Background: an optimization exercise with open tools, aiming at small area and a short achievable clock period. Do not read the settings as production practice.
In this exercise RTL edits were held to simulation tests only and were not proved equivalent to the original.

## flow/flow/run.sh

```bash
#!/bin/bash
# The standard layout (standard.sh), with three changes:
#  - synthesis maps with the ABC script in flow/mine.abc instead of ORFS's
#    speed script (the rest of the synthesis is the standard flow's own script);
#  - port buffers are buf_2 cells;
#  - timing repair aims for SETUP_SLACK_MARGIN ns of setup slack.
# Each tool's log is under orfs/logs/; make's whole output is in flow_make.log.
set -euo pipefail
W=$PWD
MARGIN=${MARGIN:-9}
sed -e "s#^  log_cmd abc {\*}\$abc_args#  set abc_args [lreplace \$abc_args 1 1 $W/flow/mine.abc]\n  log_cmd abc {*}\$abc_args#" \
    "$FLOW_HOME/scripts/synth.tcl" > "$W/synth_mine.tcl"
grep -q "flow/mine.abc" "$W/synth_mine.tcl"
sed -e "s#source \$::env(SCRIPTS_DIR)/synth.tcl#source $W/synth_mine.tcl#" synth_recipe.tcl > "$W/synth_recipe_mine.tcl"
grep -q "synth_mine.tcl" "$W/synth_recipe_mine.tcl"
sed -e "s#SYNTH_SCRIPT=[^ ]*#SYNTH_SCRIPT=$W/synth_recipe_mine.tcl#" standard.sh > "$W/standard_mine.sh"
grep -q "synth_recipe_mine.tcl" "$W/standard_mine.sh"
bash "$W/standard_mine.sh" "BUFFER_PORTS_ARGS=-buffer_cell sky130_fd_sc_hd__buf_2" \
    "SETUP_SLACK_MARGIN=$MARGIN" finish > "$W/flow_make.log" 2>&1
```

## flow/flow/mine.abc

```
&get -n
&dch -f
&nf -R 1000
&put
buffer -c
topo
stime -c
upsize -c
dnsize -c
```

## flow/standard.sh

```bash
#!/bin/bash
# synth_recipe.tcl (not shown) runs the flow's synth.tcl, then flattens the netlist and writes it again
# the make line also repeats each setting of config.mk as NAME=value (left out here)
make -C /OpenROAD-flow-scripts/flow DESIGN_CONFIG=/design/flow/config.mk WORK_HOME=/design/flow/orfs CLKGATE_MAP_FILE= SYNTH_SCRIPT=/design/flow/synth_recipe.tcl "${@:-finish}"
```

## flow/config.mk

```make
export PLATFORM = sky130hd
export DESIGN_NAME = tlp_frag_top
export DESIGN_NICKNAME = tlp_frag_top
export VERILOG_FILES = /design/flow/design.v
export SDC_FILE = /design/flow/constraint.sdc
export NUM_CORES = 4
export LEC_CHECK = 0
export CAP_MARGIN = 20
export CORE_MARGIN = 2
export CORE_UTILIZATION = 40
export SLEW_MARGIN = 20
```

## flow/constraint.sdc

```tcl
create_clock -name core_clock -period 16.0 [get_ports {clk}]
set_input_delay 3.2000 -clock core_clock [delete_from_list [all_inputs] [get_ports {clk}]]
set_output_delay 3.2000 -clock core_clock [all_outputs]
set_load 0.01 [all_outputs]
```

## flow/design.v

```verilog
`timescale 1ns/1ns
package frag_pkg;
    localparam int DW_WIDTH = 32;
    localparam int ENTRY_DW = 4;
    typedef logic [DW_WIDTH-1:0] dword_t;
    typedef logic [ENTRY_DW*DW_WIDTH-1:0] entry_t;
    typedef logic [$clog2(ENTRY_DW)-1:0] dw_count_t;
    typedef logic [3:0] valid_bytes_t;
    typedef logic [10:0] dll_length_t;
    localparam int HDR_FMT_HI = 31;
    localparam int HDR_FMT_LO = 29;
    localparam int HDR_TD_BIT = 15;
    localparam int HDR_LEN_HI = 9;
    localparam int HDR_LEN_LO = 0;
    localparam dword_t ECRC_POLY = 32'h04C1_1DB7;
    localparam dword_t ECRC_SEED = 32'hFFFF_FFFF;
    typedef enum logic [1:0] {
        FRAG_IDLE,
        FRAG_STREAM,
        FRAG_ECRC_TAIL
    } frag_state_t;
endpackage
`timescale 1ns/1ns
`timescale 1ns/1ns
`timescale 1ns/1ns
`timescale 1ns/1ns
module tlp_frag_top (
    input  logic                   clk,
    input  logic                   arst,
    input  logic                   fifo_empty,
    input  frag_pkg::entry_t       fifo_rd_data,
    input  frag_pkg::dw_count_t    fifo_rd_dw,
    input  logic                   fifo_rd_last,
    input  logic                   halt,
    output logic                   fifo_rd_en,
    output logic                   tlp_valid,
    output logic                   tlp_sop,
    output logic                   tlp_eop,
    output frag_pkg::entry_t       tlp_data,
    output frag_pkg::valid_bytes_t tlp_valid_bytes,
    output frag_pkg::dll_length_t  tlp_length
);
    function automatic logic [31:0] crc_g4(input logic [127:0] x);
        logic [796:0] n;
        n[0] = x[17] ^ x[26];
        n[1] = x[62] ^ x[120];
        n[2] = x[2] ^ x[23];
        n[3] = x[25] ^ x[51];
        n[4] = x[24] ^ x[59];
        n[5] = x[63] ^ x[84];
        n[6] = x[27] ^ x[82];
        n[7] = x[28] ^ x[83];
        n[8] = x[48] ^ x[92];
        n[9] = x[19] ^ x[125];
        n[10] = x[47] ^ x[102];
        n[11] = x[21] ^ x[127];
        n[12] = x[1] ^ x[86];
        n[13] = x[7] ^ x[79];
        n[14] = x[8] ^ x[9];
        n[15] = x[61] ^ n[0];
        n[16] = x[15] ^ x[90];
        n[17] = x[20] ^ x[50];
        n[18] = x[16] ^ x[91];
        n[19] = x[11] ^ x[124];
        n[20] = x[3] ^ x[85];
        n[21] = x[57] ^ x[58];
        n[22] = x[39] ^ x[88];
        n[23] = x[105] ^ x[123];
        n[24] = x[4] ^ x[52];
        n[25] = x[14] ^ x[89];
        n[26] = x[87] ^ x[122];
        n[27] = x[55] ^ x[56];
        n[28] = x[38] ^ n[3];
        n[29] = x[76] ^ n[1];
        n[30] = x[68] ^ n[2];
        n[31] = x[10] ^ n[6];
        n[32] = x[60] ^ x[118];
        n[33] = x[43] ^ x[98];
        n[34] = x[64] ^ x[103];
        n[35] = x[6] ^ x[54];
        n[36] = x[65] ^ x[104];
        n[37] = x[33] ^ x[41];
        n[38] = x[5] ^ x[53];
        n[39] = x[42] ^ x[97];
        n[40] = x[46] ^ x[101];
        n[41] = x[44] ^ x[99];
        n[42] = x[49] ^ x[93];
        n[43] = x[45] ^ x[100];
        n[44] = x[80] ^ n[4];
        n[45] = x[12] ^ x[36];
        n[46] = x[30] ^ x[74];
        n[47] = x[37] ^ x[109];
        n[48] = x[81] ^ x[116];
        n[49] = x[13] ^ x[78];
        n[50] = x[18] ^ x[66];
        n[51] = x[77] ^ x[121];
        n[52] = x[22] ^ x[31];
        n[53] = x[94] ^ n[5];
        n[54] = x[35] ^ x[70];
        n[55] = x[34] ^ x[75];
        n[56] = x[69] ^ x[106];
        n[57] = x[96] ^ x[112];
        n[58] = x[73] ^ x[117];
        n[59] = x[71] ^ x[115];
        n[60] = x[29] ^ n[17];
        n[61] = x[32] ^ n[7];
        n[62] = x[113] ^ n[27];
        n[63] = n[14] ^ n[21];
        n[64] = x[67] ^ n[9];
        n[65] = x[119] ^ n[15];
        n[66] = x[110] ^ n[28];
        n[67] = x[108] ^ n[29];
        n[68] = x[0] ^ x[95];
        n[69] = n[12] ^ n[18];
        n[70] = n[8] ^ n[13];
        n[71] = n[16] ^ n[51];
        n[72] = x[111] ^ n[11];
        n[73] = x[114] ^ n[54];
        n[74] = n[20] ^ n[34];
        n[75] = x[126] ^ n[25];
        n[76] = x[72] ^ x[107];
        n[77] = n[39] ^ n[47];
        n[78] = n[23] ^ n[24];
        n[79] = n[22] ^ n[41];
        n[80] = n[10] ^ n[48];
        n[81] = n[26] ^ n[57];
        n[82] = n[32] ^ n[53];
        n[83] = n[19] ^ n[31];
        n[84] = n[33] ^ n[66];
        n[85] = x[49] ^ x[70];
        n[86] = x[18] ^ x[123];
        n[87] = n[42] ^ n[58];
        n[88] = n[38] ^ n[55];
        n[89] = x[23] ^ n[36];
        n[90] = x[81] ^ n[35];
        n[91] = x[96] ^ n[43];
        n[92] = x[24] ^ n[8];
        n[93] = x[32] ^ n[40];
        n[94] = x[82] ^ n[49];
        n[95] = x[90] ^ n[30];
        n[96] = n[26] ^ n[65];
        n[97] = x[83] ^ x[87];
        n[98] = x[47] ^ x[119];
        n[99] = x[40] ^ x[126];
        n[100] = x[91] ^ x[113];
        n[101] = x[15] ^ x[43];
        n[102] = x[29] ^ x[65];
        n[103] = x[6] ^ x[48];
        n[104] = x[42] ^ x[89];
        n[105] = x[16] ^ x[44];
        n[106] = x[88] ^ x[94];
        n[107] = x[25] ^ x[60];
        n[108] = x[0] ^ x[57];
        n[109] = n[37] ^ n[59];
        n[110] = x[38] ^ n[50];
        n[111] = x[72] ^ n[56];
        n[112] = x[79] ^ n[45];
        n[113] = n[22] ^ n[46];
        n[114] = x[1] ^ n[52];
        n[115] = x[46] ^ n[19];
        n[116] = n[44] ^ n[73];
        n[117] = x[111] ^ n[79];
        n[118] = n[72] ^ n[90];
        n[119] = x[124] ^ n[60];
        n[120] = n[69] ^ n[89];
        n[121] = x[125] ^ n[71];
        n[122] = x[3] ^ n[63];
        n[123] = n[10] ^ n[61];
        n[124] = n[35] ^ n[64];
        n[125] = n[16] ^ n[74];
        n[126] = x[117] ^ n[44];
        n[127] = n[30] ^ n[62];
        n[128] = x[40] ^ n[77];
        n[129] = x[28] ^ n[78];
        n[130] = x[36] ^ n[67];
        n[131] = n[81] ^ n[95];
        n[132] = x[9] ^ x[85];
        n[133] = x[17] ^ x[64];
        n[134] = x[14] ^ x[105];
        n[135] = x[11] ^ x[27];
        n[136] = x[80] ^ x[92];
        n[137] = x[13] ^ x[47];
        n[138] = x[37] ^ x[95];
        n[139] = x[8] ^ x[21];
        n[140] = x[97] ^ x[127];
        n[141] = x[12] ^ x[121];
        n[142] = x[50] ^ x[115];
        n[143] = x[56] ^ x[120];
        n[144] = x[41] ^ x[114];
        n[145] = x[10] ^ x[20];
        n[146] = x[84] ^ x[107];
        n[147] = x[2] ^ x[74];
        n[148] = x[54] ^ x[62];
        n[149] = x[9] ^ n[76];
        n[150] = x[7] ^ n[5];
        n[151] = n[9] ^ n[36];
        n[152] = x[26] ^ n[12];
        n[153] = x[103] ^ n[6];
        n[154] = n[3] ^ n[40];
        n[155] = n[46] ^ n[101];
        n[156] = n[39] ^ n[105];
        n[157] = x[35] ^ n[52];
        n[158] = x[52] ^ n[108];
        n[159] = x[13] ^ n[11];
        n[160] = n[25] ^ n[41];
        n[161] = x[86] ^ n[37];
        n[162] = n[43] ^ n[68];
        n[163] = x[122] ^ n[103];
        n[164] = x[53] ^ n[85];
        n[165] = n[0] ^ n[102];
        n[166] = x[58] ^ n[13];
        n[167] = x[55] ^ n[2];
        n[168] = n[20] ^ n[50];
        n[169] = x[45] ^ n[33];
        n[170] = n[1] ^ n[86];
        n[171] = n[45] ^ n[100];
        n[172] = n[24] ^ n[76];
        n[173] = n[80] ^ n[155];
        n[174] = n[64] ^ n[113];
        n[175] = x[31] ^ n[112];
        n[176] = x[66] ^ n[70];
        n[177] = n[93] ^ n[97];
        n[178] = x[14] ^ n[62];
        n[179] = x[34] ^ n[63];
        n[180] = n[91] ^ n[94];
        n[181] = n[49] ^ n[75];
        n[182] = x[77] ^ n[88];
        n[183] = n[4] ^ n[60];
        n[184] = x[112] ^ n[31];
        n[185] = x[22] ^ n[125];
        n[186] = x[5] ^ n[83];
        n[187] = x[69] ^ n[122];
        n[188] = n[23] ^ n[67];
        n[189] = n[82] ^ n[160];
        n[190] = x[30] ^ n[118];
        n[191] = n[42] ^ n[119];
        n[192] = x[76] ^ n[96];
        n[193] = x[63] ^ n[130];
        n[194] = x[61] ^ x[104];
        n[195] = x[12] ^ x[33];
        n[196] = x[54] ^ x[98];
        n[197] = x[75] ^ x[124];
        n[198] = x[4] ^ x[25];
        n[199] = x[10] ^ x[76];
        n[200] = x[53] ^ x[71];
        n[201] = x[73] ^ x[116];
        n[202] = x[39] ^ x[99];
        n[203] = x[19] ^ x[58];
        n[204] = x[33] ^ x[107];
        n[205] = x[78] ^ x[103];
        n[206] = x[104] ^ x[109];
        n[207] = x[51] ^ x[52];
        n[208] = x[60] ^ x[95];
        n[209] = x[75] ^ x[93];
        n[210] = x[29] ^ x[114];
        n[211] = x[83] ^ x[108];
        n[212] = x[67] ^ x[69];
        n[213] = x[78] ^ x[98];
        n[214] = x[80] ^ n[18];
        n[215] = n[38] ^ n[107];
        n[216] = n[42] ^ n[143];
        n[217] = n[27] ^ n[136];
        n[218] = n[47] ^ n[68];
        n[219] = x[39] ^ n[55];
        n[220] = x[73] ^ n[50];
        n[221] = x[101] ^ n[7];
        n[222] = x[8] ^ n[99];
        n[223] = n[132] ^ n[204];
        n[224] = n[107] ^ n[137];
        n[225] = n[133] ^ n[207];
        n[226] = x[34] ^ n[13];
        n[227] = x[115] ^ n[24];
        n[228] = n[5] ^ n[14];
        n[229] = n[10] ^ n[18];
        n[230] = n[1] ^ n[23];
        n[231] = x[15] ^ n[0];
        n[232] = n[46] ^ n[98];
        n[233] = n[40] ^ n[59];
        n[234] = n[12] ^ n[68];
        n[235] = x[101] ^ n[17];
        n[236] = x[100] ^ n[51];
        n[237] = x[5] ^ n[147];
        n[238] = n[98] ^ n[139];
        n[239] = x[50] ^ n[106];
        n[240] = x[92] ^ n[141];
        n[241] = x[36] ^ n[56];
        n[242] = x[55] ^ n[7];
        n[243] = n[11] ^ n[38];
        n[244] = x[37] ^ n[21];
        n[245] = x[4] ^ n[106];
        n[246] = n[104] ^ n[142];
        n[247] = x[87] ^ n[99];
        n[248] = x[118] ^ n[17];
        n[249] = x[71] ^ n[148];
        n[250] = n[52] ^ n[164];
        n[251] = n[36] ^ n[150];
        n[252] = x[84] ^ n[75];
        n[253] = x[72] ^ n[165];
        n[254] = n[140] ^ n[171];
        n[255] = n[61] ^ n[169];
        n[256] = n[37] ^ n[225];
        n[257] = n[92] ^ n[134];
        n[258] = n[48] ^ n[170];
        n[259] = n[111] ^ n[208];
        n[260] = x[49] ^ n[70];
        n[261] = n[73] ^ n[158];
        n[262] = x[110] ^ n[30];
        n[263] = n[32] ^ n[80];
        n[264] = n[162] ^ n[209];
        n[265] = x[89] ^ n[115];
        n[266] = x[100] ^ n[87];
        n[267] = n[153] ^ n[247];
        n[268] = n[166] ^ n[201];
        n[269] = n[28] ^ n[109];
        n[270] = n[146] ^ n[220];
        n[271] = n[145] ^ n[228];
        n[272] = x[40] ^ n[29];
        n[273] = n[167] ^ n[234];
        n[274] = x[11] ^ n[15];
        n[275] = n[15] ^ n[87];
        n[276] = x[12] ^ n[168];
        n[277] = n[34] ^ n[70];
        n[278] = n[161] ^ n[236];
        n[279] = n[53] ^ n[93];
        n[280] = n[110] ^ n[241];
        n[281] = n[144] ^ n[230];
        n[282] = n[71] ^ n[78];
        n[283] = n[31] ^ n[157];
        n[284] = x[88] ^ n[114];
        n[285] = x[116] ^ n[156];
        n[286] = n[152] ^ n[197];
        n[287] = n[92] ^ n[210];
        n[288] = n[120] ^ n[138];
        n[289] = n[128] ^ n[205];
        n[290] = n[149] ^ n[258];
        n[291] = n[129] ^ n[287];
        n[292] = x[122] ^ n[126];
        n[293] = n[9] ^ n[183];
        n[294] = n[58] ^ n[123];
        n[295] = n[69] ^ n[173];
        n[296] = n[154] ^ n[181];
        n[297] = x[41] ^ n[179];
        n[298] = n[255] ^ n[275];
        n[299] = n[175] ^ n[235];
        n[300] = x[48] ^ n[83];
        n[301] = n[124] ^ n[250];
        n[302] = n[56] ^ n[121];
        n[303] = n[116] ^ n[172];
        n[304] = n[57] ^ n[176];
        n[305] = n[127] ^ n[249];
        n[306] = n[180] ^ n[211];
        n[307] = n[74] ^ n[254];
        n[308] = n[3] ^ n[82];
        n[309] = n[200] ^ n[261];
        n[310] = n[163] ^ n[174];
        n[311] = x[0] ^ n[129];
        n[312] = x[110] ^ n[65];
        n[313] = n[123] ^ n[212];
        n[314] = x[27] ^ n[182];
        n[315] = n[61] ^ n[66];
        n[316] = n[135] ^ n[178];
        n[317] = n[184] ^ n[277];
        n[318] = n[72] ^ n[268];
        n[319] = n[84] ^ n[159];
        n[320] = n[131] ^ n[253];
        n[321] = n[115] ^ n[189];
        n[322] = n[117] ^ n[291];
        n[323] = n[151] ^ n[190];
        n[324] = n[84] ^ n[285];
        n[325] = n[187] ^ n[246];
        n[326] = n[192] ^ n[321];
        n[327] = x[30] ^ n[134];
        n[328] = n[136] ^ n[10];
        n[329] = n[328] ^ n[327];
        n[330] = n[168] ^ n[222];
        n[331] = n[226] ^ n[243];
        n[332] = n[81] ^ n[331];
        n[333] = n[330] ^ n[329];
        n[334] = n[256] ^ n[273];
        n[335] = n[283] ^ n[334];
        n[336] = n[333] ^ n[332];
        n[337] = n[191] ^ n[302];
        n[338] = n[337] ^ n[336];
        n[339] = n[335] ^ n[193];
        n[340] = n[339] ^ n[338];
        n[341] = x[17] ^ x[19];
        n[342] = x[20] ^ x[24];
        n[343] = x[90] ^ x[95];
        n[344] = n[343] ^ n[342];
        n[345] = n[341] ^ n[18];
        n[346] = n[85] ^ n[102];
        n[347] = n[346] ^ n[345];
        n[348] = n[344] ^ n[223];
        n[349] = n[245] ^ n[90];
        n[350] = n[349] ^ n[348];
        n[351] = n[347] ^ n[178];
        n[352] = n[351] ^ n[350];
        n[353] = n[186] ^ n[188];
        n[354] = n[289] ^ n[304];
        n[355] = n[313] ^ n[354];
        n[356] = n[353] ^ n[352];
        n[357] = n[356] ^ n[355];
        n[358] = x[56] ^ x[105];
        n[359] = n[358] ^ n[135];
        n[360] = n[206] ^ n[103];
        n[361] = n[360] ^ n[359];
        n[362] = n[114] ^ n[361];
        n[363] = n[252] ^ n[272];
        n[364] = n[363] ^ n[362];
        n[365] = n[131] ^ n[307];
        n[366] = n[309] ^ n[313];
        n[367] = n[84] ^ n[366];
        n[368] = n[365] ^ n[364];
        n[369] = n[368] ^ n[367];
        n[370] = x[13] ^ n[196];
        n[371] = n[370] ^ n[152];
        n[372] = n[164] ^ n[71];
        n[373] = n[109] ^ n[111];
        n[374] = n[244] ^ n[373];
        n[375] = n[372] ^ n[371];
        n[376] = n[262] ^ n[251];
        n[377] = n[376] ^ n[375];
        n[378] = n[374] ^ n[307];
        n[379] = n[378] ^ n[377];
        n[380] = n[322] ^ n[379];
        n[381] = x[17] ^ x[18];
        n[382] = x[99] ^ x[126];
        n[383] = n[382] ^ n[381];
        n[384] = n[138] ^ n[145];
        n[385] = n[196] ^ n[104];
        n[386] = n[385] ^ n[384];
        n[387] = n[383] ^ n[229];
        n[388] = n[89] ^ n[114];
        n[389] = n[388] ^ n[387];
        n[390] = n[386] ^ n[180];
        n[391] = n[269] ^ n[121];
        n[392] = n[391] ^ n[390];
        n[393] = n[389] ^ n[303];
        n[394] = n[318] ^ n[393];
        n[395] = n[392] ^ n[193];
        n[396] = n[395] ^ n[394];
        n[397] = x[7] ^ x[26];
        n[398] = x[31] ^ x[35];
        n[399] = x[96] ^ n[398];
        n[400] = n[397] ^ n[202];
        n[401] = n[20] ^ n[400];
        n[402] = n[399] ^ n[29];
        n[403] = n[402] ^ n[401];
        n[404] = n[177] ^ n[259];
        n[405] = n[266] ^ n[269];
        n[406] = n[405] ^ n[404];
        n[407] = n[403] ^ n[289];
        n[408] = n[293] ^ n[295];
        n[409] = n[300] ^ n[408];
        n[410] = n[407] ^ n[406];
        n[411] = n[410] ^ n[409];
        n[412] = x[2] ^ x[104];
        n[413] = x[125] ^ n[412];
        n[414] = n[139] ^ n[8];
        n[415] = n[55] ^ n[85];
        n[416] = n[415] ^ n[414];
        n[417] = n[413] ^ n[172];
        n[418] = n[113] ^ n[417];
        n[419] = n[416] ^ n[267];
        n[420] = n[274] ^ n[278];
        n[421] = n[82] ^ n[420];
        n[422] = n[419] ^ n[418];
        n[423] = n[294] ^ n[299];
        n[424] = n[423] ^ n[422];
        n[425] = n[421] ^ n[324];
        n[426] = n[425] ^ n[424];
        n[427] = x[37] ^ x[42];
        n[428] = x[71] ^ x[118];
        n[429] = x[120] ^ n[428];
        n[430] = n[427] ^ n[194];
        n[431] = n[25] ^ n[34];
        n[432] = n[45] ^ n[58];
        n[433] = n[432] ^ n[431];
        n[434] = n[430] ^ n[429];
        n[435] = n[167] ^ n[169];
        n[436] = n[221] ^ n[232];
        n[437] = n[94] ^ n[436];
        n[438] = n[435] ^ n[434];
        n[439] = n[433] ^ n[271];
        n[440] = n[286] ^ n[117];
        n[441] = n[440] ^ n[439];
        n[442] = n[438] ^ n[437];
        n[443] = n[302] ^ n[304];
        n[444] = n[443] ^ n[442];
        n[445] = n[441] ^ n[444];
        n[446] = x[22] ^ x[43];
        n[447] = x[67] ^ n[446];
        n[448] = n[140] ^ n[41];
        n[449] = n[54] ^ n[448];
        n[450] = n[447] ^ n[149];
        n[451] = n[150] ^ n[232];
        n[452] = n[248] ^ n[62];
        n[453] = n[92] ^ n[452];
        n[454] = n[451] ^ n[450];
        n[455] = n[449] ^ n[182];
        n[456] = n[256] ^ n[265];
        n[457] = n[280] ^ n[456];
        n[458] = n[455] ^ n[454];
        n[459] = n[453] ^ n[288];
        n[460] = n[306] ^ n[459];
        n[461] = n[458] ^ n[457];
        n[462] = n[461] ^ n[460];
        n[463] = x[44] ^ x[65];
        n[464] = x[85] ^ x[108];
        n[465] = n[464] ^ n[463];
        n[466] = n[133] ^ n[199];
        n[467] = n[213] ^ n[43];
        n[468] = n[467] ^ n[466];
        n[469] = n[465] ^ n[216];
        n[470] = n[219] ^ n[238];
        n[471] = n[28] ^ n[77];
        n[472] = n[471] ^ n[470];
        n[473] = n[469] ^ n[468];
        n[474] = n[175] ^ n[177];
        n[475] = n[257] ^ n[270];
        n[476] = n[95] ^ n[124];
        n[477] = n[476] ^ n[475];
        n[478] = n[474] ^ n[473];
        n[479] = n[472] ^ n[309];
        n[480] = n[479] ^ n[478];
        n[481] = n[477] ^ n[480];
        n[482] = x[31] ^ x[45];
        n[483] = x[64] ^ x[91];
        n[484] = x[99] ^ n[483];
        n[485] = n[482] ^ n[148];
        n[486] = n[485] ^ n[484];
        n[487] = n[218] ^ n[233];
        n[488] = n[53] ^ n[487];
        n[489] = n[486] ^ n[174];
        n[490] = n[257] ^ n[489];
        n[491] = n[488] ^ n[186];
        n[492] = n[297] ^ n[491];
        n[493] = n[490] ^ n[319];
        n[494] = n[320] ^ n[493];
        n[495] = n[492] ^ n[494];
        n[496] = x[6] ^ x[50];
        n[497] = x[82] ^ n[496];
        n[498] = n[14] ^ n[39];
        n[499] = n[498] ^ n[497];
        n[500] = n[171] ^ n[44];
        n[501] = n[79] ^ n[88];
        n[502] = n[501] ^ n[500];
        n[503] = n[499] ^ n[265];
        n[504] = n[278] ^ n[503];
        n[505] = n[502] ^ n[188];
        n[506] = n[315] ^ n[318];
        n[507] = n[506] ^ n[505];
        n[508] = n[504] ^ n[320];
        n[509] = n[508] ^ n[507];
        n[510] = x[74] ^ x[102];
        n[511] = n[510] ^ n[132];
        n[512] = n[4] ^ n[22];
        n[513] = n[33] ^ n[100];
        n[514] = n[513] ^ n[512];
        n[515] = n[511] ^ n[215];
        n[516] = n[231] ^ n[77];
        n[517] = n[87] ^ n[516];
        n[518] = n[515] ^ n[514];
        n[519] = n[252] ^ n[273];
        n[520] = n[281] ^ n[118];
        n[521] = n[520] ^ n[519];
        n[522] = n[518] ^ n[517];
        n[523] = n[299] ^ n[306];
        n[524] = n[523] ^ n[522];
        n[525] = n[521] ^ n[524];
        n[526] = x[16] ^ x[18];
        n[527] = x[24] ^ x[61];
        n[528] = x[102] ^ x[106];
        n[529] = x[114] ^ x[121];
        n[530] = n[529] ^ n[528];
        n[531] = n[527] ^ n[526];
        n[532] = n[142] ^ n[147];
        n[533] = n[13] ^ n[35];
        n[534] = n[533] ^ n[532];
        n[535] = n[531] ^ n[530];
        n[536] = n[217] ^ n[535];
        n[537] = n[534] ^ n[128];
        n[538] = n[177] ^ n[184];
        n[539] = n[286] ^ n[538];
        n[540] = n[537] ^ n[536];
        n[541] = n[185] ^ n[189];
        n[542] = n[541] ^ n[540];
        n[543] = n[539] ^ n[319];
        n[544] = n[543] ^ n[542];
        n[545] = x[7] ^ x[8];
        n[546] = x[57] ^ x[62];
        n[547] = n[546] ^ n[545];
        n[548] = n[146] ^ n[2];
        n[549] = n[7] ^ n[548];
        n[550] = n[547] ^ n[151];
        n[551] = n[161] ^ n[214];
        n[552] = n[227] ^ n[80];
        n[553] = n[552] ^ n[551];
        n[554] = n[550] ^ n[549];
        n[555] = n[264] ^ n[117];
        n[556] = n[555] ^ n[554];
        n[557] = n[553] ^ n[185];
        n[558] = n[316] ^ n[84];
        n[559] = n[558] ^ n[557];
        n[560] = n[556] ^ n[192];
        n[561] = n[560] ^ n[559];
        n[562] = x[20] ^ x[56];
        n[563] = x[77] ^ x[112];
        n[564] = x[117] ^ n[563];
        n[565] = n[562] ^ n[38];
        n[566] = n[43] ^ n[48];
        n[567] = n[104] ^ n[566];
        n[568] = n[565] ^ n[564];
        n[569] = n[231] ^ n[568];
        n[570] = n[567] ^ n[179];
        n[571] = n[267] ^ n[279];
        n[572] = n[276] ^ n[67];
        n[573] = n[120] ^ n[572];
        n[574] = n[571] ^ n[570];
        n[575] = n[569] ^ n[574];
        n[576] = n[573] ^ n[322];
        n[577] = n[576] ^ n[575];
        n[578] = x[16] ^ x[23];
        n[579] = x[64] ^ x[113];
        n[580] = n[579] ^ n[578];
        n[581] = n[206] ^ n[101];
        n[582] = n[581] ^ n[580];
        n[583] = n[91] ^ n[226];
        n[584] = n[227] ^ n[242];
        n[585] = n[248] ^ n[584];
        n[586] = n[583] ^ n[582];
        n[587] = n[284] ^ n[124];
        n[588] = n[587] ^ n[586];
        n[589] = n[585] ^ n[130];
        n[590] = n[292] ^ n[296];
        n[591] = n[187] ^ n[590];
        n[592] = n[589] ^ n[588];
        n[593] = n[592] ^ n[591];
        n[594] = x[97] ^ x[119];
        n[595] = n[594] ^ n[27];
        n[596] = n[47] ^ n[105];
        n[597] = n[596] ^ n[595];
        n[598] = n[154] ^ n[165];
        n[599] = n[166] ^ n[75];
        n[600] = n[243] ^ n[599];
        n[601] = n[598] ^ n[597];
        n[602] = n[262] ^ n[263];
        n[603] = n[271] ^ n[282];
        n[604] = n[116] ^ n[603];
        n[605] = n[602] ^ n[601];
        n[606] = n[600] ^ n[605];
        n[607] = n[604] ^ n[606];
        n[608] = x[45] ^ n[14];
        n[609] = n[143] ^ n[59];
        n[610] = n[213] ^ n[609];
        n[611] = n[608] ^ n[158];
        n[612] = n[215] ^ n[229];
        n[613] = n[612] ^ n[611];
        n[614] = n[610] ^ n[280];
        n[615] = n[614] ^ n[613];
        n[616] = n[292] ^ n[300];
        n[617] = n[185] ^ n[312];
        n[618] = n[190] ^ n[617];
        n[619] = n[616] ^ n[615];
        n[620] = n[619] ^ n[618];
        n[621] = x[46] ^ x[111];
        n[622] = n[621] ^ n[141];
        n[623] = n[32] ^ n[198];
        n[624] = n[202] ^ n[623];
        n[625] = n[622] ^ n[242];
        n[626] = n[244] ^ n[625];
        n[627] = n[624] ^ n[274];
        n[628] = n[120] ^ n[627];
        n[629] = n[626] ^ n[290];
        n[630] = n[301] ^ n[317];
        n[631] = n[630] ^ n[629];
        n[632] = n[628] ^ n[631];
        n[633] = x[105] ^ x[108];
        n[634] = x[112] ^ n[633];
        n[635] = n[7] ^ n[137];
        n[636] = n[203] ^ n[635];
        n[637] = n[634] ^ n[44];
        n[638] = n[60] ^ n[222];
        n[639] = n[110] ^ n[240];
        n[640] = n[639] ^ n[638];
        n[641] = n[637] ^ n[636];
        n[642] = n[266] ^ n[251];
        n[643] = n[642] ^ n[641];
        n[644] = n[640] ^ n[305];
        n[645] = n[186] ^ n[96];
        n[646] = n[645] ^ n[644];
        n[647] = n[643] ^ n[646];
        n[648] = x[81] ^ x[93];
        n[649] = x[109] ^ n[648];
        n[650] = n[14] ^ n[108];
        n[651] = n[650] ^ n[649];
        n[652] = n[159] ^ n[221];
        n[653] = n[111] ^ n[652];
        n[654] = n[651] ^ n[276];
        n[655] = n[281] ^ n[183];
        n[656] = n[655] ^ n[654];
        n[657] = n[653] ^ n[308];
        n[658] = n[310] ^ n[316];
        n[659] = n[658] ^ n[657];
        n[660] = n[656] ^ n[659];
        n[661] = x[4] ^ x[28];
        n[662] = x[93] ^ x[94];
        n[663] = x[127] ^ n[662];
        n[664] = n[661] ^ n[37];
        n[665] = n[664] ^ n[663];
        n[666] = n[217] ^ n[224];
        n[667] = n[64] ^ n[73];
        n[668] = n[112] ^ n[667];
        n[669] = n[666] ^ n[665];
        n[670] = n[270] ^ n[669];
        n[671] = n[668] ^ n[131];
        n[672] = n[188] ^ n[312];
        n[673] = n[314] ^ n[672];
        n[674] = n[671] ^ n[670];
        n[675] = n[325] ^ n[674];
        n[676] = n[673] ^ n[675];
        n[677] = x[91] ^ n[4];
        n[678] = n[12] ^ n[677];
        n[679] = n[239] ^ n[15];
        n[680] = n[63] ^ n[72];
        n[681] = n[81] ^ n[94];
        n[682] = n[109] ^ n[681];
        n[683] = n[680] ^ n[679];
        n[684] = n[678] ^ n[128];
        n[685] = n[173] ^ n[176];
        n[686] = n[127] ^ n[685];
        n[687] = n[684] ^ n[683];
        n[688] = n[682] ^ n[301];
        n[689] = n[311] ^ n[688];
        n[690] = n[687] ^ n[686];
        n[691] = n[690] ^ n[689];
        n[692] = x[67] ^ n[144];
        n[693] = n[86] ^ n[97];
        n[694] = n[693] ^ n[692];
        n[695] = n[75] ^ n[88];
        n[696] = n[695] ^ n[694];
        n[697] = n[259] ^ n[284];
        n[698] = n[122] ^ n[126];
        n[699] = n[698] ^ n[697];
        n[700] = n[696] ^ n[191];
        n[701] = n[305] ^ n[317];
        n[702] = n[701] ^ n[700];
        n[703] = n[699] ^ n[324];
        n[704] = n[703] ^ n[702];
        n[705] = n[199] ^ n[16];
        n[706] = n[19] ^ n[705];
        n[707] = n[79] ^ n[706];
        n[708] = n[127] ^ n[707];
        n[709] = n[298] ^ n[303];
        n[710] = n[308] ^ n[709];
        n[711] = n[708] ^ n[323];
        n[712] = n[325] ^ n[711];
        n[713] = n[710] ^ n[712];
        n[714] = x[73] ^ x[79];
        n[715] = x[106] ^ n[714];
        n[716] = n[198] ^ n[2];
        n[717] = n[11] ^ n[59];
        n[718] = n[717] ^ n[716];
        n[719] = n[715] ^ n[216];
        n[720] = n[240] ^ n[91];
        n[721] = n[720] ^ n[719];
        n[722] = n[718] ^ n[116];
        n[723] = n[722] ^ n[721];
        n[724] = n[295] ^ n[297];
        n[725] = n[724] ^ n[723];
        n[726] = n[725] ^ n[326];
        n[727] = n[8] ^ n[21];
        n[728] = n[45] ^ n[727];
        n[729] = n[156] ^ n[224];
        n[730] = n[233] ^ n[237];
        n[731] = n[239] ^ n[74];
        n[732] = n[731] ^ n[730];
        n[733] = n[729] ^ n[728];
        n[734] = n[264] ^ n[283];
        n[735] = n[121] ^ n[126];
        n[736] = n[735] ^ n[734];
        n[737] = n[733] ^ n[732];
        n[738] = n[290] ^ n[96];
        n[739] = n[738] ^ n[737];
        n[740] = n[736] ^ n[739];
        n[741] = x[3] ^ x[59];
        n[742] = x[72] ^ x[75];
        n[743] = x[121] ^ n[742];
        n[744] = n[741] ^ n[203];
        n[745] = n[86] ^ n[744];
        n[746] = n[743] ^ n[163];
        n[747] = n[245] ^ n[746];
        n[748] = n[745] ^ n[263];
        n[749] = n[83] ^ n[748];
        n[750] = n[747] ^ n[288];
        n[751] = n[296] ^ n[298];
        n[752] = n[751] ^ n[750];
        n[753] = n[749] ^ n[193];
        n[754] = n[753] ^ n[752];
        n[755] = x[62] ^ x[127];
        n[756] = n[755] ^ n[195];
        n[757] = n[756] ^ n[153];
        n[758] = n[218] ^ n[237];
        n[759] = n[110] ^ n[758];
        n[760] = n[757] ^ n[260];
        n[761] = n[282] ^ n[760];
        n[762] = n[759] ^ n[293];
        n[763] = n[294] ^ n[762];
        n[764] = n[761] ^ n[763];
        n[765] = n[326] ^ n[764];
        n[766] = x[1] ^ x[106];
        n[767] = x[126] ^ n[766];
        n[768] = n[194] ^ n[195];
        n[769] = n[5] ^ n[32];
        n[770] = n[49] ^ n[769];
        n[771] = n[768] ^ n[767];
        n[772] = n[162] ^ n[170];
        n[773] = n[214] ^ n[238];
        n[774] = n[773] ^ n[772];
        n[775] = n[771] ^ n[770];
        n[776] = n[125] ^ n[775];
        n[777] = n[774] ^ n[191];
        n[778] = n[310] ^ n[314];
        n[779] = n[315] ^ n[778];
        n[780] = n[777] ^ n[776];
        n[781] = n[780] ^ n[779];
        n[782] = x[2] ^ x[51];
        n[783] = x[68] ^ x[121];
        n[784] = n[783] ^ n[782];
        n[785] = n[784] ^ n[157];
        n[786] = n[219] ^ n[223];
        n[787] = n[69] ^ n[786];
        n[788] = n[785] ^ n[181];
        n[789] = n[260] ^ n[272];
        n[790] = n[279] ^ n[65];
        n[791] = n[119] ^ n[790];
        n[792] = n[789] ^ n[788];
        n[793] = n[787] ^ n[311];
        n[794] = n[793] ^ n[792];
        n[795] = n[791] ^ n[323];
        n[796] = n[795] ^ n[794];
        crc_g4[0] = n[340];
        crc_g4[1] = n[357];
        crc_g4[2] = n[369];
        crc_g4[3] = n[380];
        crc_g4[4] = n[396];
        crc_g4[5] = n[411];
        crc_g4[6] = n[426];
        crc_g4[7] = n[445];
        crc_g4[8] = n[462];
        crc_g4[9] = n[481];
        crc_g4[10] = n[495];
        crc_g4[11] = n[509];
        crc_g4[12] = n[525];
        crc_g4[13] = n[544];
        crc_g4[14] = n[561];
        crc_g4[15] = n[577];
        crc_g4[16] = n[593];
        crc_g4[17] = n[607];
        crc_g4[18] = n[620];
        crc_g4[19] = n[632];
        crc_g4[20] = n[647];
        crc_g4[21] = n[660];
        crc_g4[22] = n[676];
        crc_g4[23] = n[691];
        crc_g4[24] = n[704];
        crc_g4[25] = n[713];
        crc_g4[26] = n[726];
        crc_g4[27] = n[740];
        crc_g4[28] = n[754];
        crc_g4[29] = n[765];
        crc_g4[30] = n[781];
        crc_g4[31] = n[796];
    endfunction
    logic rd_q;       
    logic open_q;     
    logic tail_q;     
    logic td_q;       
    frag_pkg::dword_t crc_q;
    logic [1:0] vdw_q;
    frag_pkg::dword_t d [4];
    always_comb begin
        for (int i = 0; i < 4; i++) d[i] = fifo_rd_data[(4-i)*32-1 -: 32];
    end
    logic is_first, td_cur, last, need_tail, put_ecrc;
    frag_pkg::dll_length_t len_calc;
    assign is_first  = rd_q && !open_q;
    assign td_cur    = open_q ? td_q : d[0][frag_pkg::HDR_TD_BIT];
    assign last      = rd_q && fifo_rd_last;
    assign need_tail = last && td_cur && (fifo_rd_dw == 2'd3);
    assign put_ecrc  = last && td_cur && (fifo_rd_dw != 2'd3);
    assign fifo_rd_en = !fifo_empty && !halt && !need_tail;
    always_comb begin
        len_calc = frag_pkg::dll_length_t'(3) + frag_pkg::dll_length_t'(d[0][29])
                 + frag_pkg::dll_length_t'(d[0][15]);
        if (d[0][30]) begin
            len_calc = len_calc + {(d[0][9:0] == 10'd0), d[0][9:0]};
        end
    end
    frag_pkg::dword_t crc_nx;
    frag_pkg::dword_t ecrc;
    frag_pkg::dword_t x0;
    frag_pkg::dword_t e [4];
    assign x0 = (crc_q | {32{is_first}}) ^ d[0];
    always_comb begin
        case (fifo_rd_dw)
            2'd0: begin e[0] = '0;   e[1] = '0;   e[2] = '0;   e[3] = x0;   end
            2'd1: begin e[0] = '0;   e[1] = '0;   e[2] = x0;   e[3] = d[1]; end
            2'd2: begin e[0] = '0;   e[1] = x0;   e[2] = d[1]; e[3] = d[2]; end
            default: begin e[0] = x0; e[1] = d[1]; e[2] = d[2]; e[3] = d[3]; end
        endcase
        crc_nx = crc_g4({e[3], e[2], e[1], e[0]});
    end
    assign ecrc = ~crc_nx;
    frag_pkg::entry_t data_nx;
    always_comb begin
        data_nx[127:96] = tail_q ? ~crc_q : d[0];
        for (int i = 1; i < 4; i++) begin
            data_nx[(4-i)*32-1 -: 32] =
                ((!tail_q && int'(fifo_rd_dw) >= i) ? d[i] : 32'd0) |
                ((put_ecrc && int'(fifo_rd_dw) == i - 1) ? ecrc : 32'd0);
        end
    end
    always_ff @(posedge clk or negedge arst) begin
        if (!arst) begin
            rd_q      <= 1'b0;
            open_q    <= 1'b0;
            tail_q    <= 1'b0;
            tlp_valid <= 1'b0;
            tlp_sop   <= 1'b0;
            tlp_eop   <= 1'b0;
        end else begin
            rd_q      <= fifo_rd_en;
            open_q    <= rd_q ? !fifo_rd_last : open_q;
            tail_q    <= need_tail;
            tlp_valid <= rd_q || tail_q;
            tlp_sop   <= is_first;
            tlp_eop   <= last || tail_q;
        end
    end
    always_ff @(posedge clk) begin
        if (is_first) begin
            td_q       <= d[0][frag_pkg::HDR_TD_BIT];
            tlp_length <= len_calc;
        end
        if (rd_q) begin
            crc_q <= crc_nx;
        end
        tlp_data <= data_nx;
        vdw_q    <= tail_q ? 2'd0 : fifo_rd_dw + {1'b0, put_ecrc};
    end
    assign tlp_valid_bytes = {vdw_q, 2'b11};
endmodule
```

==> flow_summary.ini, run 1 <==
[global_route]
grt_max_degree = 72
grt_pass1_vias = 13773
antenna_found_initial = 0
grt_usage = 0.4004
grt_pass1_wl_um = 112100
overflow = 0

[synthesis]
synth_warnings = 3
synth_top_area_frac = 0.3223
synth_top_family_by_area = XOR/XNOR gates
synth_mux_area_frac = 0.001361
ys_ff_latch = 180
synth-compound-area-share = 0.1402
netlist.top_cell.by_area = xnor2_1
ys_seq_area_frac = 0.2608
synthXorXnorAreaFrac = 0.4945
synth_adder_area_share = 0.005285
synth.distinct_cells = 54
netlist_instances = 1668
synth_area_sq_um = 15620
avgSynthCellArea_sq_um = 9.367
synthTopCellsByArea = xnor2_1 (32%), dfxtp_1 (17%), xor2_1 (11%)
synth-simple-area-share = 0.06335

[sta]
holdWs_ns = 0.4533
slew_violations = 0
hold_viol_final = 0
fmax_mhz = 140.2
setup_slack_ns = 8.868
fin_setup_tns_ns = 0
fin_crit_sh = 0.4458
setup_viol = 0
skew_ns = 0.01511
slew_headroom = 0.2345
fin_crit_ns = 7.132
worstMarginPinSlew_ns = 1.143
rsz0062_at_grt = yes

[floorplan]
core-area_sq_um = 38560
die_area_sq_um = 40660
die_h_um = 201.6
dieWidth_um = 201.6
rows = 72
num_io_pins = 282
start_util = 0.4052

[setup_path]
cp_slowest_cell = xor2_2
cp_cell_sequence = buf_4 -> nand2_8 -> buf_4 -> buf_4 -> nor2_4 -> xnor2_2 -> xnor2_4 -> xor2_2 -> xor2_2 -> xor2_1 -> xnor2_1 -> xor2_1 -> inv_1
crit_family = XOR/XNOR gates
cpPeakStageDelay_ns = 0.61
start_kind = input port
crit_buf_inv = 4
setup.worst_path.class = in -> reg
crit_path_max_fanout = 13
cp.arrival_ns = 7.32
cp_common_cell = buf_4
crit_path_end_kind = flop
worstPathRequired_ns = 16.19

[place]
io_buffers = 279
dp.cells = 2423
preCtsSetupSlack_ns = 7.311
place_congestion = 1.179
dp_hpwl_um = 68290
place_area_sq_um = 17610

[clock_network]
clk_pin_slew_worst_paths_ns = 0.08
cts_tree = yes
numCtsBuffers = 17
cts_root_buf = clkbuf_16
h-tree-depth = 4
cts.sinks = 180
insertion_delay_ns = 0.46
clockBufferDepth = 2

[drt]
dr.pass1.iters = 7
routed_via_density = 5.780
drtIter0Drc = 1829
avgRoutedWirePerCell_um = 33.25
wirelength_um = 82230
num_vias = 14294
route.detailed.drc = 0
antenna_left = 0

[finish]
n_antenna_cell = 0
final_cell_mix = xnor2_1 (533), buf_2 (276), xor2_1 (175)
drive_gt1_frac = 0.2767
stdcell_count = 2473
synthToLayoutAreaGrowth_pct = 21.97
finalInstanceArea_sq_um = 19060
nFillCells = 3744
final_nets = 2083
fin_util = 0.4943
layout_commonest_cell = xnor2_1

[flow_run]
cap_violations = 0

[outcome]
status = timing/DRC/antenna clean

[min_path]
hold_path_class = reg -> reg
[synthesized netlist by cell type (all sizes together)]
master     n
mux2       1
fa         1
nand3      5
a21boi     1
o2111ai    1
a21o       1
xnor3      3
mux2i      1
nand2     57
o211ai     6
and3       1
nor2b      5
a221oi    20
edfxtp    44
a211oi     1
nor4       2
dfxtp    130
o21ai     64
a222oi     9
inv       39
a31oi      2
a21oi     54
a22o     102
xnor2    610
and2       7
dfrtp      6
a22oi     20
nor2     152
and2b      1
a221o     12
ha         5
buf       42
conb       1
or2        2
nand2b     3
clkbuf    36
xor2     219
nor3       2
[routing by layer]
metal	track usage	up-vias	part of all wire
met2	0.6026	1096	0.42
met5	0	-	0
li1	-	6034	-
met1	0.5298	6951	0.40
met4	0.2261	0	0.070
met3	0.08844	213	0.11
[final cells by class]
cell class	instances	area, sq um	area share
tap	518	648.1	0.03401
clock buffer	18	429.2	0.02252
timing repair buffer	330	1818	0.09540
inverter	39	146.4	0.007682
sequential	180	4075	0.2138
clock inverter	14	151.4	0.007944
multi-input combinational	1374	11790	0.6186
[state kept, by name, indices dropped and copies added, names as in the netlist]
register and count:
tlp_sop 1, open_q 1, tail_q 1, vdw_q 2, tlp_valid 1, tlp_eop 1
td_q 1, tlp_length 11, tlp_data 128, rd_q 1, crc_q 32
[timing repair]
item | 4_1_cts | 5_1_grt
gates cloned | 2 | 0
resized for setup | 60 | 49
setup buffers | 7 | 9
pin swaps | 5 | 4
setup endpoints to repair | 129 | 108
hold buffers | 0 | 0
[worst paths after layout]
path	endpoint	startpoint	cells after the start	slack, ns
max in group asynchronous	tail_q	arst	1	13.26
max reg2reg	crc_q[29]	rd_q	15	10.20
min in group asynchronous	tlp_valid	arst	1	2.57
min	tlp_data[119]	crc_q[23]	1	0.45
min reg2reg	tlp_data[119]	crc_q[23]	1	0.45
max	crc_q[29]	fifo_rd_dw[0]	13	8.87
[cell families after synthesis]
| kind of cell | after synthesis |
|---|---|
| adders and majority gates | 6 |
| other | 1 |
| AOI/OAI and AO/OA | 293 |
| muxes | 2 |
| and+or+nand+nor | 237 |
| DFF | 180 |
| xor gates and xnor gates | 832 |
| buffers and inverters | 117 |
==> run 2: changes to the inputs <==
--- a/flow/flow/run.sh
+++ b/flow/flow/run.sh
@@ -4,3 +4,3 @@
 #    speed script (the rest of the synthesis is the standard flow's own script);
-#  - port buffers are buf_2 cells;
+#  - port buffers are buf_1 cells;
 #  - timing repair aims for SETUP_SLACK_MARGIN ns of setup slack.
@@ -17,3 +17,3 @@
 grep -q "synth_recipe_mine.tcl" "$W/standard_mine.sh"
-bash "$W/standard_mine.sh" "BUFFER_PORTS_ARGS=-buffer_cell sky130_fd_sc_hd__buf_2" \
+bash "$W/standard_mine.sh" "BUFFER_PORTS_ARGS=-buffer_cell sky130_fd_sc_hd__buf_1" \
     "SETUP_SLACK_MARGIN=$MARGIN" finish > "$W/flow_make.log" 2>&1
==> run 2 against run 1 <==
  * Cell count is 0.20% lower
  * Synthesized cell count stayed put
  * Non-clock buffer count is 5 lower
  * Cell area is 1.5% lower
  * Global-route usage is 0.40 points lower
  * Critical endpoint is now fifo_rd_en
  * Largest cell class unchanged
==> flow_summary.ini, run 2 <==
[floorplan]
rows = 72
dieWidth_um = 201.6
num_io_pins = 282
die_h_um = 201.6
start_util = 0.4052
die_area_sq_um = 40660
core-area_sq_um = 38560

[sta]
fin_crit_sh = 0.4439
hold_viol_final = 0
rsz0062_at_grt = yes
fin_setup_tns_ns = 0
setup_viol = 0
setup_slack_ns = 8.897
fin_crit_ns = 7.103
skew_ns = 0.02284
holdWs_ns = 0.4505
slew_violations = 0
fmax_mhz = 140.8
slew_headroom = 0.2741
worstMarginPinSlew_ns = 1.084

[synthesis]
synth.distinct_cells = 54
synth-compound-area-share = 0.1402
ys_seq_area_frac = 0.2608
synth_area_sq_um = 15620
netlist_instances = 1668
synthTopCellsByArea = xnor2_1 (32%), dfxtp_1 (17%), xor2_1 (11%)
async_flop_share = 0.03333
synth.most_common_cell = xnor2_1
synthXorXnorAreaFrac = 0.4945
synth_mux_area_frac = 0.001361
ys_ff_latch = 180
ys_top_cells_by_count = xnor2_1 (575), xor2_1 (204), nor2_1 (143), dfxtp_1 (130), a22o_1 (102)
netlist.top_cell.by_area = xnor2_1
synth_top_area_frac = 0.3223
synth_edf_count = 44
synth_top_family_by_area = XOR/XNOR gates
avgSynthCellArea_sq_um = 9.367
ys.flop_type = dfxtp_1
synth_warnings = 3
synth-simple-area-share = 0.06335
synth_adder_area_share = 0.005285

[finish]
n_antenna_cell = 0
final_nets = 2078
reg_top3 = tlp_data x128, crc_q x32, tlp_length x11
stdcell_count = 2468
synthToLayoutAreaGrowth_pct = 20.12
fin_util = 0.4868
top_register = tlp_data
nFillCells = 3807
final_cell_mix = xnor2_1 (536), buf_1 (274), xor2_1 (178)
drive_gt1_frac = 0.1395
largest_reg_flops = 128
layout_commonest_cell = xnor2_1
seq_area_sq_um = 4075
multi_input_area_sq_um = 11830

[clock_network]
h-tree-depth = 4
cts.sinks = 180
clk_pin_slew_worst_paths_ns = 0.08
hold_buffers = 0
insertion_delay_ns = 0.47
clockBufferDepth = 2
cts_root_buf = clkbuf_16
numCtsBuffers = 17
cts_tree = yes

[setup_path]
cp.arrival_ns = 3.90
cp_cell_sequence = buf_8 -> o2111ai_4 -> nor2_4 -> nor3_4 -> buf_2
crit_family = buffers and inverters
cpPeakStageDelay_ns = 0.23
crit_path_max_fanout = 4
worstPathRequired_ns = 12.80
start_kind = input port
crit_buf_inv = 2
setup.worst_path.class = in -> out
cp_slowest_cell = o2111ai_4
crit_path_end_kind = output port

[outcome]
status = timing/DRC/antenna clean

[drt]
avgRoutedWirePerCell_um = 33.00
antenna_left = 0
wirelength_um = 81440
dr.pass1.iters = 6
routed_via_density = 5.774
drtIter0Drc = 1997
num_vias = 14251
route.detailed.drc = 0

[global_route]
overflow = 0
grt_max_degree = 72
met3_usage = 0.08358
grt_pass1_wl_um = 111300
met2_usage = 0.6128
busiest_layer = met2
met1_usage = 0.5259
grt_pass1_vias = 13688
antenna_found_initial = 0
grt_usage = 0.3964

[place]
io_buffers = 279
dp_hpwl_um = 67670
preCtsSetupSlack_ns = 7.288
place_congestion = 1.149
dp.cells = 2421

[min_path]
hold_path_class = reg -> reg

[flow_run]
cap_violations = 0
## run 2: final cells by class
cell class | instances | share of cell area
Sequential cell | 180 | 0.2171
Clock buffer | 21 | 0.02620
Tap cell | 518 | 0.03453
Multi-Input combinational cell | 1374 | 0.6304
Clock inverter | 11 | 0.005533
Inverter | 39 | 0.007800
Timing Repair Buffer | 325 | 0.07840
## run 2: path summary, 6_finish.rpt
| path | from | end | slack, ns | depth (start not counted) |
|---|---|---|---|---|
| min reg2reg | crc_q[27] | tlp_data[123] | 0.45 | 1 |
| max reg2reg | rd_q | crc_q[1] | 10.25 | 15 |
| max in group asynchronous | arst | tail_q | 13.08 | 1 |
| max | fifo_rd_data[111] | fifo_rd_en | 8.90 | 5 |
| min | crc_q[27] | tlp_data[123] | 0.45 | 1 |
| min in group asynchronous | arst | tlp_valid | 2.62 | 1 |
## run 2: cells by family (layout without fill, tap and decap cells)
group	Yosys count	after routing
compound gates	293	293
xor+xnor	832	832
fa+ha+maj	6	6
buf+inv	117	396
flops	180	180
mux	2	2
other cells	1	2
simple gates	237	239
## run 2: per-stage QoR
stage | cell area, sq um
finish | 18770
global route | 18770
CTS | 18450
detailed placement | 17240
global placement | 17240
floorplan | 15700
## run 2: what timing repair did
action / in CTS / in global routing
pin swaps: 8 / 0
buffers inserted: 12 / 0
gates cloned: 3 / 0
gates resized for setup: 81 / 48
setup endpoints to repair: 129 / 92
## run 2: metal layers
| metal | vias up | wire length [um] |
|---|---|---|
| met5 | - | 0 |
| met4 | 0 | 4917 |
| met3 | 195 | 7710 |
| met2 | 961 | 35420 |
| met1 | 7072 | 33400 |
| li1 | 6023 | - |
## run 2: worst reg2reg max path: stages, from the launching register on
cell and delay, ns:
dfrtp_1 0.33, buf_4 0.50, nor2b_4 0.26, buf_4 0.53
nor2_1 0.17, xor2_2 0.24, o21ai_2 0.53, xor2_2 0.43
xor2_2 0.34, xor2_1 0.46, xnor2_1 0.31, xnor2_1 0.22
xnor2_1 0.39, xnor2_1 0.21, xnor2_1 0.50, inv_1 0.07

[re-timing with driven ports]
In the flow no input, the clock included, has a driving cell. The finished layouts below were timed again as built, in two steps. Step 1: set_driving_cell puts a clkbuf_16 on clk and a buf_2 on each other input, an assumption about the parent block. Step 2, shift: input delay + t, output delay - t, t = (earliest + latest rising clock arrival at the registers) / 2. This alone moves slack from input paths to output paths. Three values: ideal, step 1, step 2; two values: the first two.
| run | shift t [ns] | slack for setup (ns) | clock arrival spread, ns | slew at the worst register clock pin (ns) | worst slew at a driven data input, ns |
|---|---|---|---|---|---|
| run 1 | 0.512 | 8.868 / 8.885 / 8.375 | 0.015 / 0.015 | 0.08 / 0.08 | 0.07 |
| run 2 | 0.516 | 8.897 / 8.842 / 8.434 | 0.023 / 0.023 | 0.08 / 0.08 | 0.07 |
After both steps every run listed still meets setup and hold. For run 1, which loses most, drivers alone change the setup slack by +0.017 ns; drivers and shift together by -0.493 ns.
